Context: an optimization exercise on an open-source flow, tuned for small area, a short achievable clock period and few clock cycles per item. The choices shown serve that exercise and are no tape-out recipe. In this exercise RTL edits were held to simulation tests only and were not proved equivalent to the original.

## config.mk

```make
export PLATFORM = sky130hd
export DESIGN_NAME = hb_interp2
export DESIGN_NICKNAME = hb_interp2
export VERILOG_FILES = /design/flow/design.v
export SDC_FILE = /design/flow/constraint.sdc
export NUM_CORES = 4
export LEC_CHECK = 0
export CAP_MARGIN = 20
export CORE_MARGIN = 2
export CORE_UTILIZATION = 40
export PLACE_DENSITY = 0.6
export SLEW_MARGIN = 20
```

## constraint.sdc

```tcl
create_clock -name core_clock -period 6.0 [get_ports {clk}]
set_input_delay 1.2000 -clock core_clock [delete_from_list [all_inputs] [get_ports {clk}]]
set_output_delay 1.2000 -clock core_clock [all_outputs]
set_load 0.01 [all_outputs]
```

## design.v

```verilog
module hb_interp2 #(
    parameter int unsigned DW   = 16,
    parameter int unsigned ACCW = 36
) (
    input  logic                 clk,
    input  logic                 reset,
    input  logic signed [DW-1:0] x_in,
    input  logic                 x_in_valid,
    output logic                 x_in_ready,
    output logic signed [DW-1:0] y_out,
    output logic                 y_out_valid
);
    typedef enum logic [2:0] {StIdle, StPair, StMult, StAcc, StOutA, StOutB} state_e;
    localparam logic signed [ACCW-1:0] YMax = {{(ACCW-DW+1){1'b0}}, {(DW-1){1'b1}}};
    localparam logic signed [ACCW-1:0] YMin = {{(ACCW-DW+1){1'b1}}, {(DW-1){1'b0}}};
    state_e                 state_q, state_d;
    logic signed [DW-1:0]   d_q[14], d_d[14];
    logic signed [DW:0]     p_q[7], p_d[7];
    logic signed [DW-1:0]   ctr_q, ctr_d;
    logic signed [ACCW-1:0] prod_q[7], prod_d[7];
    logic signed [ACCW-1:0] acc_q, acc_d;
    logic signed [DW-1:0]   y_q, y_d;
    logic                   yv_q, yv_d;
    logic signed [ACCW-1:0] pe[7];
    logic signed [ACCW-1:0] m[7];
    logic signed [ACCW-1:0] acc_sum;
    logic signed [ACCW-1:0] sh;
    assign x_in_ready  = (state_q == StIdle);
    assign y_out       = y_q;
    assign y_out_valid = yv_q;
    always_comb begin
        for (int k = 0; k < 7; k++) begin
            pe[k] = $signed({{(ACCW-DW-1){p_q[k][DW]}}, p_q[k]});
        end
        m[0] = (pe[0] <<< 1) + pe[0];
        m[1] = -((pe[1] <<< 4) + (pe[1] <<< 3) + pe[1]);
        m[2] = (pe[2] <<< 6) + (pe[2] <<< 5) + (pe[2] <<< 4) + (pe[2] <<< 2) + pe[2];
        m[3] = -((pe[3] <<< 8) + (pe[3] <<< 7) + (pe[3] <<< 3) + (pe[3] <<< 1));
        m[4] = (pe[4] <<< 10) + (pe[4] <<< 5) + (pe[4] <<< 4) + (pe[4] <<< 2) + (pe[4] <<< 1);
        m[5] = -((pe[5] <<< 11) + (pe[5] <<< 9) + (pe[5] <<< 7) + (pe[5] <<< 6) + pe[5]);
        m[6] = (pe[6] <<< 13) + (pe[6] <<< 10) + (pe[6] <<< 9) + (pe[6] <<< 8)
             + (pe[6] <<< 7) + (pe[6] <<< 5) + (pe[6] <<< 4) + (pe[6] <<< 2) + pe[6];
        acc_sum = '0;
        for (int k = 0; k < 7; k++) begin
            acc_sum = acc_sum + prod_q[k];
        end
        sh = acc_q >>> 14;
    end
    always_comb begin
        state_d = state_q;
        for (int k = 0; k < 14; k++) begin
            d_d[k] = d_q[k];
        end
        for (int k = 0; k < 7; k++) begin
            p_d[k]    = p_q[k];
            prod_d[k] = prod_q[k];
        end
        ctr_d   = ctr_q;
        acc_d   = acc_q;
        y_d     = y_q;
        yv_d    = 1'b0;
        unique case (state_q)
            StIdle: begin
                if (x_in_valid) begin
                    d_d[0] = x_in;
                    for (int k = 1; k < 14; k++) begin
                        d_d[k] = d_q[k-1];
                    end
                    state_d = StPair;
                end
            end
            StPair: begin
                for (int k = 0; k < 7; k++) begin
                    p_d[k] = $signed({d_q[k][DW-1], d_q[k]}) + $signed({d_q[13-k][DW-1], d_q[13-k]});
                end
                ctr_d   = d_q[6];
                state_d = StMult;
            end
            StMult: begin
                for (int k = 0; k < 7; k++) begin
                    prod_d[k] = m[k];
                end
                state_d = StAcc;
            end
            StAcc: begin
                acc_d   = acc_sum;
                state_d = StOutA;
            end
            StOutA: begin
                if (sh > YMax) begin
                    y_d = YMax[DW-1:0];
                end else if (sh < YMin) begin
                    y_d = YMin[DW-1:0];
                end else begin
                    y_d = sh[DW-1:0];
                end
                yv_d    = 1'b1;
                state_d = StOutB;
            end
            StOutB: begin
                y_d     = ctr_q;
                yv_d    = 1'b1;
                state_d = StIdle;
            end
            default: state_d = StIdle;
        endcase
    end
    always_ff @(posedge clk or posedge reset) begin
        if (reset) begin
            state_q <= StIdle;
            for (int k = 0; k < 14; k++) begin
                d_q[k] <= '0;
            end
            for (int k = 0; k < 7; k++) begin
                p_q[k]    <= '0;
                prod_q[k] <= '0;
            end
            ctr_q <= '0;
            acc_q <= '0;
            y_q   <= '0;
            yv_q  <= 1'b0;
        end else begin
            state_q <= state_d;
            for (int k = 0; k < 14; k++) begin
                d_q[k] <= d_d[k];
            end
            for (int k = 0; k < 7; k++) begin
                p_q[k]    <= p_d[k];
                prod_q[k] <= prod_d[k];
            end
            ctr_q   <= ctr_d;
            acc_q   <= acc_d;
            y_q     <= y_d;
            yv_q    <= yv_d;
        end
    end
endmodule
```

## run.sh

```bash
#!/bin/bash
# synth_recipe.tcl (not shown) runs the flow's synth.tcl, then flattens the netlist and writes it again
# the make line also repeats each setting of config.mk as NAME=value (left out here)
make -C /OpenROAD-flow-scripts/flow DESIGN_CONFIG=/design/flow/config.mk WORK_HOME=/design/flow/orfs CLKGATE_MAP_FILE= SYNTH_SCRIPT=/design/flow/synth_recipe.tcl finish
```

==> summary.txt <==
layer usage:
metal	share of wire (%)	global-route usage, %	wire [µm]
met1	49	29.7	59500
met4	3.3	6.87	4100
met3	3.5	2.68	4290
met5	0.011	0	13
met2	45	31.5	54500
cell usage after synthesis, types with 20 or more instances:
master / n
inv_1: 718
dfrtp_1: 620
nand2_1: 558
ha_1: 464
fa_1: 447
o21ai_0: 364
mux2_2: 214
a21oi_1: 164
nor2_1: 149
xnor2_1: 124
clkbuf_1: 113
xor2_1: 103
a21o_1: 102
nand3_1: 72
nor3_1: 68
a211oi_1: 44
nand2b_1: 35
o31ai_1: 34
or3_1: 30
and3_1: 26
o21bai_1: 25
o21a_1: 24
a31oi_1: 23
nor2b_1: 20
final timing paths:
path / cells past startpoint / end / startpoint
min in group asynchronous: 2 / prod_q[6][1] / reset
hold / removal: 2 / prod_q[1][6] / prod_q[1][6]
setup reg to reg: 19 / prod_q[6][31] / p_q[6][7]
hold reg to reg: 2 / prod_q[1][6] / prod_q[1][6]
setup / recovery: 19 / prod_q[6][31] / p_q[6][7]
max in group asynchronous: 3 / y_q[13] / reset
state kept, by name, indices dropped and copies added, names as in the netlist:
register / flops
p_q: 119
prod_q: 219
ctr_q: 16
state_q: 3
acc_q: 22
yv_q: 1
y_q: 16
d_q: 224
critical path, delay by kind of cell, from the launching register on:
kind,cells,cell delay (ps)
buf+inv,4,390
simple gates,1,110
flops,1,610
xor+xnor,1,170
compound gates,8,1830
fa+ha+maj,5,2290
layout make-up:
type,count,area [µm²]
inverters,718,2700
clock inverters,28,334
fillers,11500,66700
flip-flops and latches,620,15500
repair buffers,64,683
well taps,1612,2020
multi-input cells,3332,29700
clock buffers,111,2270
stage by stage:
stage,util (%),cells
floorplan,-,4790
global placement,42.2,6346
detailed placement,42.2,6346
CTS,44.4,6485
global route,44.4,6485
finish,44.4,6485
cell usage in the layout, fill, tap and decap left out, types with 15 or more instances in the layout:
cell | Yosys | routed
inv_1 | 718 | 717
dfrtp_1 | 620 | 619
nand2_1 | 558 | 557
ha_1 | 464 | 464
fa_1 | 447 | 447
o21ai_0 | 364 | 364
mux2_2 | 214 | 214
a21oi_1 | 164 | 163
nor2_1 | 149 | 149
xnor2_1 | 124 | 124
xor2_1 | 103 | 103
a21o_1 | 102 | 102
clkbuf_16 | 0 | 80
nand3_1 | 72 | 72
nor3_1 | 68 | 68
a211oi_1 | 44 | 44
clkdlybuf4s50_1 | 0 | 36
nand2b_1 | 35 | 34
o31ai_1 | 34 | 34
or3_1 | 30 | 30
and3_1 | 26 | 26
o21bai_1 | 25 | 25
o21a_1 | 24 | 24
a31oi_1 | 23 | 23
nor2b_1 | 20 | 20
buf_4 | 0 | 19
o21ai_1 | 17 | 17
o221ai_1 | 17 | 17
clkbuf_1 | 113 | 16
a31o_2 | 15 | 15
clkbuf_8 | 0 | 15
logic make-up (layout without fill, tap and decap cells):
family	after synthesis	after routing
AO/OA/AOI/OAI	943	943
XOR/XNOR	227	227
adder cells (fa/ha/maj)	911	911
buffers and inverters	838	921
flip-flops	620	620
multiplexers	219	219
AND/OR/NAND/NOR	1032	1032
==> flow_metrics.tcl <==
set metrics [dict create \
    cts_root_buf "clkbuf_16" \
    synth_area_per_cell_um2 10.1 \
    relSlewSlack_pct 36.0 \
    clk_pin_slew_ps 60 \
    grt_pass1_vias 33300 \
    setup_viol 0 \
    synthMuxAreaShare_pct 5.09 \
    path_cells "inv_1 -> fa_1 -> inv_1 -> fa_1 -> fa_1 -> inv_1 -> fa_1 -> inv_1 -> ha_1 -> a21oi_1 -> o211ai_1 -> a21oi_1 -> nor2_1 -> a41oi_1 -> a211oi_1 -> a211o_1 -> a21oi_1 -> xor2_1 -> o21ai_0" \
    r2r_slack_ps 450 \
    drt_iter0_markers 1865 \
    core_area_um2 120000 \
    dieArea_um2 124000 \
    cts_buffers 78 \
    ant_nets 0 \
    path_class "reg2reg" \
    endpoint_kind "flop" \
    ys_types 78 \
    yosys.area_share.adder_pct 30.5 \
    yosys.area.top_type "dfrtp_1" \
    cp-start-kind "flop" \
    synth_top_family_by_area "adder cells" \
    grt_max_degree 169 \
    grt_overflow 0 \
    synthToLayoutAreaGrowth_pct 10.1 \
    clock-sinks 620 \
    hold_viol_final 0 \
    synth_ff_type "dfrtp_1" \
    place_ws_ps 445 \
    final_area_um2 53200 \
    synth_xor_area_share_pct 4.11 \
    post_cts_buffers 0 \
    synth_top_area_share_pct 32.1 \
    slowest_delay_ps 610 \
    synth_edf_count 0 \
    skew_ps 28.2 \
    io_pins 37 \
    fin_crit_sh_pct 92.4 \
    maxCapViolCount 0 \
    synthTopCellsByArea "dfrtp_1 32%, fa_1 19%, ha_1 12%" \
    critPathRequiredTime_ps 6510 \
    initial_core_util_pct 40.3 \
    postSynthCellCount 4790 \
    cp_slowest_cell "dfrtp_1" \
    yosys.area_share.simple_pct 9.47 \
    wl_um 122000 \
    vias 33100 \
    cts.repair.resized 0 \
    grt_pass1_wl_um 195000 \
    clk_latency_ps 660 \
    hold_buffers 0 \
    rsz0062_at_grt "false" \
    fin_crit_ps 5550 \
    placed_area_um2 50600 \
    yosysSeqAreaShare_pct 32.1 \
    wire_per_inst_um 18.9 \
    viasPerCell 5.10 \
    clock_path_buffers 3 \
    final-max-slew-violation-count 0 \
    worst_slack_ps 454 \
    holdCritPathClass "reg2reg" \
    grt_usage_pct 20.5 \
    drt-pass1-iter-count 7 \
    setup-tns-final_ps 0 \
    final_nets 5744 \
    async_reset_ff_share_pct 100 \
    die_h_um 352 \
    hold_slack_ps 478 \
    ys_seq_elements 620 \
    syn_nets 5720 \
    fp-row-count 127 \
    gp_congestion 0.857 \
    worstPathMaxFanout 7 \
    htreeDepth 3 \
    synth-compound-area-share_pct 12.2 \
    drc 0 \
    tightest_slew_ps 960 \
    drive_above_1_share_pct 8.58 \
    max_freq_mhz 180 \
    port_buffers 36 \
    place_hpwl_um 96500 \
    cp.arrival_ps 6050 \
    ys_warn_count 9 \
    die_x_um 352 \
    diodes 0 \
    syn_area_um2 48300 \
    outcome "no timing/DRC/antenna violations" \
    antenna_found_initial 1 \
    cts_tree "built" \
]
Testbench counts, summed over its fixed seeds: cycles 12,288, samples 2,048.

==> afterwards: timing with drivers on the ports <==
How much do the figures lean on ideal ports? The routed layout below was timed once more, with nothing changed but the port constraints.
Step 1 assumes that a clkbuf_16 drives the clock port and a buf_2 every other input.
Step 2 moves the port delays by t, midway between the first and last clock arrival at a register: inputs arrive t later, outputs are due t later. That takes back most of the time a late clock gives input paths.
Slacks: no drivers / after step 1 / after step 2; pairs: no drivers / after step 1.
t (ns): 0.720
setup slack, ns: 0.454 / 0.454 / 0.454
hold slack, ns: 0.478 / 0.478 / 0.478
worst register clock-pin slew, ns: 0.07 / 0.07
worst data-port slew with drivers (ns): 0.05
After both steps setup and hold are still met in this run. The setup slack of this run moves by 0.000 ns with the drivers and by 0.000 ns with both steps.
